This is an optimization exercise on Yosys and OpenROAD, whose aim is a short achievable clock period and few clock cycles per item, not a production implementation. For this run, only the layout was checked, not whether the RTL still works. Power figures rest on the tool's default switching activity, not on a simulated workload.

==> design/flow/design.v <==
`timescale 1ns/1ns
`default_nettype none
package mdPkg;
  localparam int XLen           = 32;
  localparam int CountWidth     = 6;
  localparam int MaxRespCredits = 2;
  localparam int ReqCredits     = 1;
  typedef enum logic [2:0] {
    opMul    = 3'b000,
    opMulh   = 3'b001,
    opMulhsu = 3'b010,
    opMulhu  = 3'b011,
    opDiv    = 3'b100,
    opDivu   = 3'b101,
    opRem    = 3'b110,
    opRemu   = 3'b111
  } mdOp_t;
  typedef struct packed {
    mdOp_t           op;
    logic [XLen-1:0] lOp;
    logic [XLen-1:0] rOp;
  } mdReq_t;
  typedef struct packed {
    mdOp_t           op;
    logic [XLen-1:0] magL;
    logic [XLen-1:0] magR;
    logic            negResult;
    logic            negRem;
    logic            divByZero;
    logic            divOverflow;
  } mdOperands_t;
  typedef struct packed {
    logic [XLen-1:0] result;
    logic            divByZero;
    logic            divOverflow;
  } mdResp_t;
endpackage
`default_nettype wire
`timescale 1ns/1ns
`default_nettype none
module multDivUnit (
  input  logic        clk,
  input  logic        reset,
  input  logic [2:0]  reqOp,
  input  logic [31:0] reqLOp,
  input  logic [31:0] reqROp,
  input  logic        reqValid,
  output logic        reqCredit,
  output logic [31:0] respResult,
  output logic        respDivByZero,
  output logic        respDivOverflow,
  output logic        respValid,
  input  logic        respCredit
);
  localparam int RB  = 4;              
  localparam int NS  = 2;              
  localparam int BPC = RB * NS;        
  localparam int LBPC = $clog2(BPC);
  localparam int NM  = (1 << RB) - 1;  
  localparam int MW  = 32 + RB;        
  localparam logic [2:0] sIdle  = 3'd0;
  localparam logic [2:0] sMul   = 3'd1;
  localparam logic [2:0] sDiv1  = 3'd2;
  localparam logic [2:0] sDivIt = 3'd3;
  localparam logic [2:0] sResp  = 3'd4;
  localparam logic [1:0] oMul  = 2'd0;
  localparam logic [1:0] oFast = 2'd1;
  localparam logic [1:0] oDiv  = 2'd2;
  logic [2:0] state;
  logic [1:0] outSel;
  logic [1:0] respCredits;
  logic       creditHeld;
  logic       accept;
  logic       fastR;
  logic       fire;
  assign accept = (state == sIdle) && reqValid;
  assign fire      = ((state == sDiv1) && fastR) || (state == sResp);
  assign respValid = fire && (respCredits != 2'd0);
  logic [3:0] itCnt;
  always_ff @(posedge clk) begin
    if (reset) begin
      state       <= sIdle;
      reqCredit   <= 1'b0;
      creditHeld  <= 1'b0;
      respCredits <= 2'd0;
    end else begin
      reqCredit <= respValid ||
                   ((state == sIdle) && !creditHeld && !reqCredit);
      if (reqCredit) creditHeld <= 1'b1;
      else if (accept) creditHeld <= 1'b0;
      if (respCredit && !respValid) respCredits <= respCredits + 2'd1;
      else if (!respCredit && respValid) respCredits <= respCredits - 2'd1;
      case (state)
        sIdle: if (reqValid) state <= reqOp[2] ? sDiv1 : sMul;
        sMul: state <= sResp;
        sDiv1: begin
          if (fastR) state <= respValid ? sIdle : sResp;
          else       state <= sDivIt;
        end
        sDivIt: if (itCnt == 4'd1) state <= sResp;
        sResp: if (respValid) state <= sIdle;
        default: state <= sIdle;
      endcase
    end
  end
  always_ff @(posedge clk) begin
    if (accept) outSel <= reqOp[2] ? oFast : oMul;
    else if ((state == sDiv1) && !fastR) outSel <= oDiv;
  end
  logic [31:0] L;
  logic [31:0] R;
  assign L = reqLOp;
  assign R = reqROp;
  logic        dSigned;
  logic        negL;
  logic        negR;
  logic [31:0] magL0;
  logic [31:0] magR0;
  logic        dbz0;
  logic        ovf0;
  logic        less0;
  logic [31:0] fast0;
  assign dSigned = reqOp[2] && !reqOp[0];
  assign negL    = dSigned && L[31];
  assign negR    = dSigned && R[31];
  assign magL0   = negL ? -L : L;
  assign magR0   = negR ? -R : R;
  assign dbz0    = (L == 32'd0);
  assign ovf0    = dSigned && (L == 32'hffff_ffff) && (R == 32'h8000_0000);
  logic [33:0] sR;
  logic [33:0] sL;
  logic [33:0] aRmL;
  logic [33:0] aLmR;
  logic [33:0] aRpL;
  logic [33:0] aNRNL;
  assign sR    = {{2{negR}}, R};
  assign sL    = {{2{negL}}, L};
  assign aRmL  = sR - sL;
  assign aLmR  = sL - sR;
  assign aRpL  = sR + sL;
  assign aNRNL = ~sR + ~sL + 34'd2;
  always_comb begin
    case ({negR, negL})
      2'b00:   less0 = aRmL[33];
      2'b11:   less0 = aLmR[33];
      2'b01:   less0 = aRpL[33];
      default: less0 = aNRNL[33];
    endcase
  end
  always_comb begin
    if (reqOp[1]) fast0 = ovf0 ? 32'd0 : R;
    else if (dbz0) fast0 = 32'hffff_ffff;
    else if (ovf0) fast0 = 32'h8000_0000;
    else fast0 = 32'd0;
  end
  logic        mSL;
  logic        mSR;
  logic [63:0] A64;
  logic [33:0] B34;
  assign mSL = (reqOp == 3'd1) || (reqOp == 3'd2);
  assign mSR = (reqOp == 3'd1);
  assign A64 = {{32{mSL && L[31]}}, L};
  assign B34 = {{2{mSR && R[31]}}, R};
  logic [17:0][63:0] pp;
  for (genvar i = 0; i < 17; i++) begin : g_booth
    logic b1, b0, bm;
    logic one, two, neg;
    logic [63:0] mag;
    assign b1  = B34[2*i+1];
    assign b0  = B34[2*i];
    if (i == 0) begin : g_first
      assign bm = 1'b0;
    end else begin : g_rest
      assign bm = B34[2*i-1];
    end
    assign one = b0 ^ bm;
    assign two = (b1 && !b0 && !bm) || (!b1 && b0 && bm);
    assign neg = b1;
    assign mag = one ? A64 : (two ? {A64[62:0], 1'b0} : 64'd0);
    assign pp[i] = ({64{neg}} ^ mag) << (2 * i);
  end
  always_comb begin
    pp[17] = 64'd0;
    for (int i = 0; i < 17; i++) pp[17][2*i] = B34[2*i+1];
  end
  logic [11:0][63:0] t1;
  logic [7:0][63:0]  t2;
  for (genvar k = 0; k < 6; k++) begin : g_l1
    assign t1[2*k]   = pp[3*k] ^ pp[3*k+1] ^ pp[3*k+2];
    assign t1[2*k+1] = ((pp[3*k] & pp[3*k+1]) | (pp[3*k] & pp[3*k+2]) |
                        (pp[3*k+1] & pp[3*k+2])) << 1;
  end
  for (genvar k = 0; k < 4; k++) begin : g_l2
    assign t2[2*k]   = t1[3*k] ^ t1[3*k+1] ^ t1[3*k+2];
    assign t2[2*k+1] = ((t1[3*k] & t1[3*k+1]) | (t1[3*k] & t1[3*k+2]) |
                        (t1[3*k+1] & t1[3*k+2])) << 1;
  end
  logic [2:0]        opR;
  logic [31:0]       magL;
  logic [31:0]       magR;
  logic              negQR;
  logic              negRemR;
  logic              dbzR;
  logic              ovfR;
  logic [31:0]       fastRes;
  logic [7:0][63:0]  mRows;
  always_ff @(posedge clk) begin
    if (accept) begin
      opR     <= reqOp;
      magL    <= magL0;
      magR    <= magR0;
      negQR   <= negL ^ negR;
      negRemR <= negR;
      dbzR    <= reqOp[2] && dbz0;
      ovfR    <= reqOp[2] && ovf0;
      fastRes <= fast0;
      fastR   <= dbz0 || ovf0 || less0;
      mRows   <= t2;
    end
  end
  logic [5:0][63:0] t3;
  logic [3:0][63:0] t4;
  logic [2:0][63:0] t5;
  logic [1:0][63:0] t6;
  for (genvar k = 0; k < 2; k++) begin : g_l3
    assign t3[2*k]   = mRows[3*k] ^ mRows[3*k+1] ^ mRows[3*k+2];
    assign t3[2*k+1] = ((mRows[3*k] & mRows[3*k+1]) | (mRows[3*k] & mRows[3*k+2]) |
                        (mRows[3*k+1] & mRows[3*k+2])) << 1;
  end
  assign t3[4] = mRows[6];
  assign t3[5] = mRows[7];
  for (genvar k = 0; k < 2; k++) begin : g_l4
    assign t4[2*k]   = t3[3*k] ^ t3[3*k+1] ^ t3[3*k+2];
    assign t4[2*k+1] = ((t3[3*k] & t3[3*k+1]) | (t3[3*k] & t3[3*k+2]) |
                        (t3[3*k+1] & t3[3*k+2])) << 1;
  end
  assign t5[0] = t4[0] ^ t4[1] ^ t4[2];
  assign t5[1] = ((t4[0] & t4[1]) | (t4[0] & t4[2]) | (t4[1] & t4[2])) << 1;
  assign t5[2] = t4[3];
  assign t6[0] = t5[0] ^ t5[1] ^ t5[2];
  assign t6[1] = ((t5[0] & t5[1]) | (t5[0] & t5[2]) | (t5[1] & t5[2])) << 1;
  logic [63:0] product;
  logic [31:0] mulRes;
  assign product = t6[0] + t6[1];
  always_ff @(posedge clk) begin
    if (state == sMul) mulRes <= (opR[1:0] == 2'd0) ? product[31:0] : product[63:32];
  end
  function automatic logic [5:0] clz32(input logic [31:0] v);
    clz32 = 6'd32;
    for (int i = 0; i < 32; i++) if (v[i]) clz32 = 6'(31 - i);
  endfunction
  logic [5:0]  clzL;
  logic [5:0]  clzR;
  logic [6:0]  nBits;
  logic [6:0]  nUp;
  logic [3:0]  iters;
  logic [5:0]  shAmt;
  logic [63:0] aligned;
  assign clzL    = clz32(magL);
  assign clzR    = clz32(magR);
  assign nBits   = {1'b0, clzL} - {1'b0, clzR} + 7'd1;    
  assign nUp     = nBits + 7'(BPC - 1);
  assign iters   = 4'(nUp >> LBPC);
  assign shAmt   = 6'(iters) << LBPC;
  assign aligned = {magR, 32'd0} >> shAmt;
  logic [NM:1][MW-1:0] mult0;
  always_comb begin
    for (int j = 1; j <= NM; j++) mult0[j] = MW'(magL) * MW'(j);
  end
  logic [NM:1][MW-1:0] mult;
  logic [31:0] prReg;
  logic [31:0] prmReg;
  logic [31:0] dReg;
  logic [31:0] qReg;
  logic [31:0] qmReg;
  logic [NS:0][31:0] stPr;
  logic [NS:0][31:0] stPrm;
  logic [NS:0][31:0] stD;
  logic [NS:0][31:0] stQ;
  logic [NS:0][31:0] stQm;
  assign stPr[0] = prReg;
  assign stPrm[0] = prmReg;
  assign stD[0]  = dReg;
  assign stQ[0]  = qReg;
  assign stQm[0] = qmReg;
  for (genvar s = 0; s < NS; s++) begin : g_step
    logic [MW-1:0]       x;
    logic [MW-1:0]       xm;
    logic [NM+1:1]       ge;
    logic [32*NM-1:0]    diff;
    logic [32*NM-1:0]    diffm;
    logic [NM:0]         sel;
    logic [RB-1:0]       digit;
    logic [RB-1:0]       digitm;
    logic [31:0]         npr;
    logic [31:0]         nprm;
    assign x  = {stPr[s], stD[s][31:32-RB]};
    assign xm = x - MW'(1);
    for (genvar j = 1; j <= NM; j++) begin : g_mul
      logic [MW:0] d;
      logic [MW:0] dm;
      assign d     = {1'b0, x} - {1'b0, mult[j]};
      assign dm    = {1'b0, x} + {1'b1, ~mult[j]};
      assign ge[j] = !d[MW];
      assign diff[32*(j-1) +: 32]  = d[31:0];
      assign diffm[32*(j-1) +: 32] = dm[31:0];
    end
    assign ge[NM+1] = 1'b0;
    assign sel[0] = !ge[1];
    for (genvar j = 1; j <= NM; j++) begin : g_sel
      assign sel[j] = ge[j] && !ge[j+1];
    end
    always_comb begin
      npr    = sel[0] ? x[31:0] : 32'd0;
      nprm   = sel[0] ? xm[31:0] : 32'd0;
      digit  = '0;
      for (int j = 1; j <= NM; j++) begin
        npr   = npr  | (sel[j] ? diff[32*(j-1) +: 32] : 32'd0);
        nprm  = nprm | (sel[j] ? diffm[32*(j-1) +: 32] : 32'd0);
        digit = digit | (sel[j] ? RB'(j) : RB'(0));
      end
    end
    assign digitm = digit - RB'(1);
    assign stPr[s+1]  = npr;
    assign stPrm[s+1] = nprm;
    assign stD[s+1]   = stD[s] << RB;
    assign stQ[s+1]   = {stQ[s][31-RB:0], digit};
    assign stQm[s+1]  = sel[0] ? {stQm[s][31-RB:0], {RB{1'b1}}}
                               : {stQ[s][31-RB:0], digitm};
  end
  always_ff @(posedge clk) begin
    if (state == sDiv1) begin
      mult   <= mult0;
      prReg  <= aligned[63:32];
      dReg   <= aligned[31:0];
      qReg   <= 32'd0;
      qmReg  <= 32'hffff_ffff;
      itCnt  <= iters;
    end else if (state == sDivIt) begin
      prReg  <= stPr[NS];
      prmReg <= stPrm[NS];
      dReg   <= stD[NS];
      qReg   <= stQ[NS];
      qmReg  <= stQm[NS];
      itCnt  <= itCnt - 4'd1;
    end
  end
  logic [31:0] divRes;
  always_comb begin
    if (opR[1]) divRes = negRemR ? ~prmReg : prReg;
    else        divRes = negQR ? ~qmReg : qReg;
  end
  always_comb begin
    case (outSel)
      oMul:    respResult = mulRes;
      oFast:   respResult = fastRes;
      default: respResult = divRes;
    endcase
  end
  assign respDivByZero   = dbzR;
  assign respDivOverflow = ovfR;
endmodule
`default_nettype wire
==> design/flow/run.sh <==
#!/bin/bash
# synth_recipe.tcl (not shown) runs the flow's synth.tcl, then flattens the netlist and writes it again
# the make line also repeats each setting of config.mk as NAME=value (left out here)
make -C /OpenROAD-flow-scripts/flow DESIGN_CONFIG=/design/flow/config.mk WORK_HOME=/design/flow/orfs CLKGATE_MAP_FILE= SYNTH_SCRIPT=/design/flow/synth_recipe.tcl finish
==> design/flow/config.mk <==
export PLATFORM = sky130hd
export DESIGN_NAME = multDivUnit
export DESIGN_NICKNAME = multDivUnit
export VERILOG_FILES = /design/flow/design.v
export SDC_FILE = /design/flow/constraint.sdc
export NUM_CORES = 4
export LEC_CHECK = 0
export CAP_MARGIN = 20
export CORE_MARGIN = 2
export CORE_UTILIZATION = 40
export SETUP_SLACK_MARGIN = 2.0
export SLEW_MARGIN = 20
==> design/flow/constraint.sdc <==
create_clock -name core_clock -period 6.0 [get_ports {clk}]
set_input_delay 1.2000 -clock core_clock [delete_from_list [all_inputs] [get_ports {clk}]]
set_output_delay 1.2000 -clock core_clock [all_outputs]
set_load 0.01 [all_outputs]
==> run notes <==
Averaged over all synthesized cells, the footprint is 8.13 um2. The longest clock path from root to sink contains 4 buffers. The total global routing overflow came out at 13.

The tree is rooted in a sky130_fd_sc_hd__clkbuf_16. Once detailed placement completed, the half-perimeter wirelength came to 1020 mm. The final estimated routing congestion in global placement is 1.34. For this run, the leading register cell type out of synthesis is sky130_fd_sc_hd__edfxtp_1. The combined area of all synthesized cells came out at 151000 um2.

Measured along the y axis, the die boundary spans 619 um. The largest net degree at the start of global routing is 127. The floorplan has 225 rows. In this run, synthesis produced a sequential element count of 907. The async set or reset register ratio after synthesis is 0%. The I/O pin count is 107.

The flow did not finish. In this run the cell area measured after placement is 213000 um2. The synthesized design contains 836 enable-type register cells.

The first global-routing pass estimated 1770 mm of wire. The number of buffers inserted during clock tree synthesis came out at 124. The total number of clock tree sinks is 907. The flow stopped in global routing.

The via count of the first global-routing pass is 199934. The initial standard-cell utilization of the core is 40.2%. The die width came out at 619 um. The deepest level of the CTS H-tree came out at 3. The tool reported: "[ERROR GRT-0116] Global routing finished with congestion. Check the congestion regions in the DRC Viewer". In the global route stage, overall resource usage came out at 68.7%. For this run, the number of Yosys warnings is 1. The number of buffer cells added on primary ports came out at 106. The synthesized net count came out at 21008. The distinct cell type count after synthesis came out at 112. The number of cells produced by synthesis came out at 18596.

The sequential area share after synthesis is 17.5%.
-- synth_stat cells (216+ instances only) --
master | number | share of area (%)
sky130_fd_sc_hd__xor2_1 | 538 | 3.1
sky130_fd_sc_hd__edfxtp_1 | 836 | 17
sky130_fd_sc_hd__inv_1 | 1571 | 3.9
sky130_fd_sc_hd__clkbuf_1 | 842 | 2.1
sky130_fd_sc_hd__o21ai_0 | 1112 | 3.7
sky130_fd_sc_hd__o22ai_1 | 216 | 0.89
sky130_fd_sc_hd__nor3_1 | 383 | 1.3
sky130_fd_sc_hd__a21o_1 | 531 | 2.6
sky130_fd_sc_hd__nand2_1 | 1288 | 3.2
sky130_fd_sc_hd__nor2_1 | 1617 | 4.0
sky130_fd_sc_hd__nand4_1 | 278 | 1.1
sky130_fd_sc_hd__xnor2_1 | 1614 | 9.3
sky130_fd_sc_hd__mux2i_1 | 558 | 3.7
sky130_fd_sc_hd__a21oi_1 | 1653 | 5.5
sky130_fd_sc_hd__fa_1 | 740 | 9.8
sky130_fd_sc_hd__o21bai_1 | 297 | 1.5
sky130_fd_sc_hd__nand3_1 | 273 | 0.90
sky130_fd_sc_hd__ha_1 | 1601 | 13
-- cell families after synthesis --
kind of cell / after synthesis / share of synthesized area [%]
buf+inv: 2556 / 6.40
fa+ha+maj: 2341 / 23.0
mux: 560 / 3.71
simple gates: 4656 / 14.1
flops: 907 / 17.5
compound gates: 5424 / 22.8
xor+xnor: 2152 / 12.5
-- worst min path at each step --
stage | endpoint | slack (ns) | depth (start not counted)
after floorplan | qReg[24]$_SDFFE_PP0N_ | 0.41 | 2
after CTS | qReg[25]$_SDFFE_PP0N_ | 0.44 | 2
after detailed placement | qReg[25]$_SDFFE_PP0N_ | 0.42 | 2
after global placement | qReg[25]$_SDFFE_PP0N_ | 0.42 | 2
-- per-layer routing --
metal  track usage [%]  overflow
met5              26.5         0
met4              67.2         5
met3              51.1         0
met2              85.7         8
met1              69.8         0
-- per-stage QoR --
| stage | cells | setup TNS (ns) | setup slack [ns] |
|---|---|---|---|
| 2_1_floorplan | 18596 | -1144.52 | -2.24 |
| 3_3_place_gp | 29714 | -506.16 | -5.60 |
| 3_5_place_dp | 29714 | -469.54 | -5.19 |
| 4_1_cts | 30364 | -255.79 | -2.92 |
-- power groups by stage --
stage	clock [mW]	sequential, mW	combinational (mW)
floorplan	0	16.2	185
global placement	0	15.5	485
detailed placement	0	15.6	485
CTS	7.87	15.6	541
-- repair_timing --
| item | 4_1_cts |
|---|---|
| hold endpoints to repair | 0 |
| hold buffers | 0 |
| pin swaps | 612 |
| cloned | 14 |
| resized for setup | 1878 |
| setup buffers | 407 |
| setup endpoints to repair | 526 |
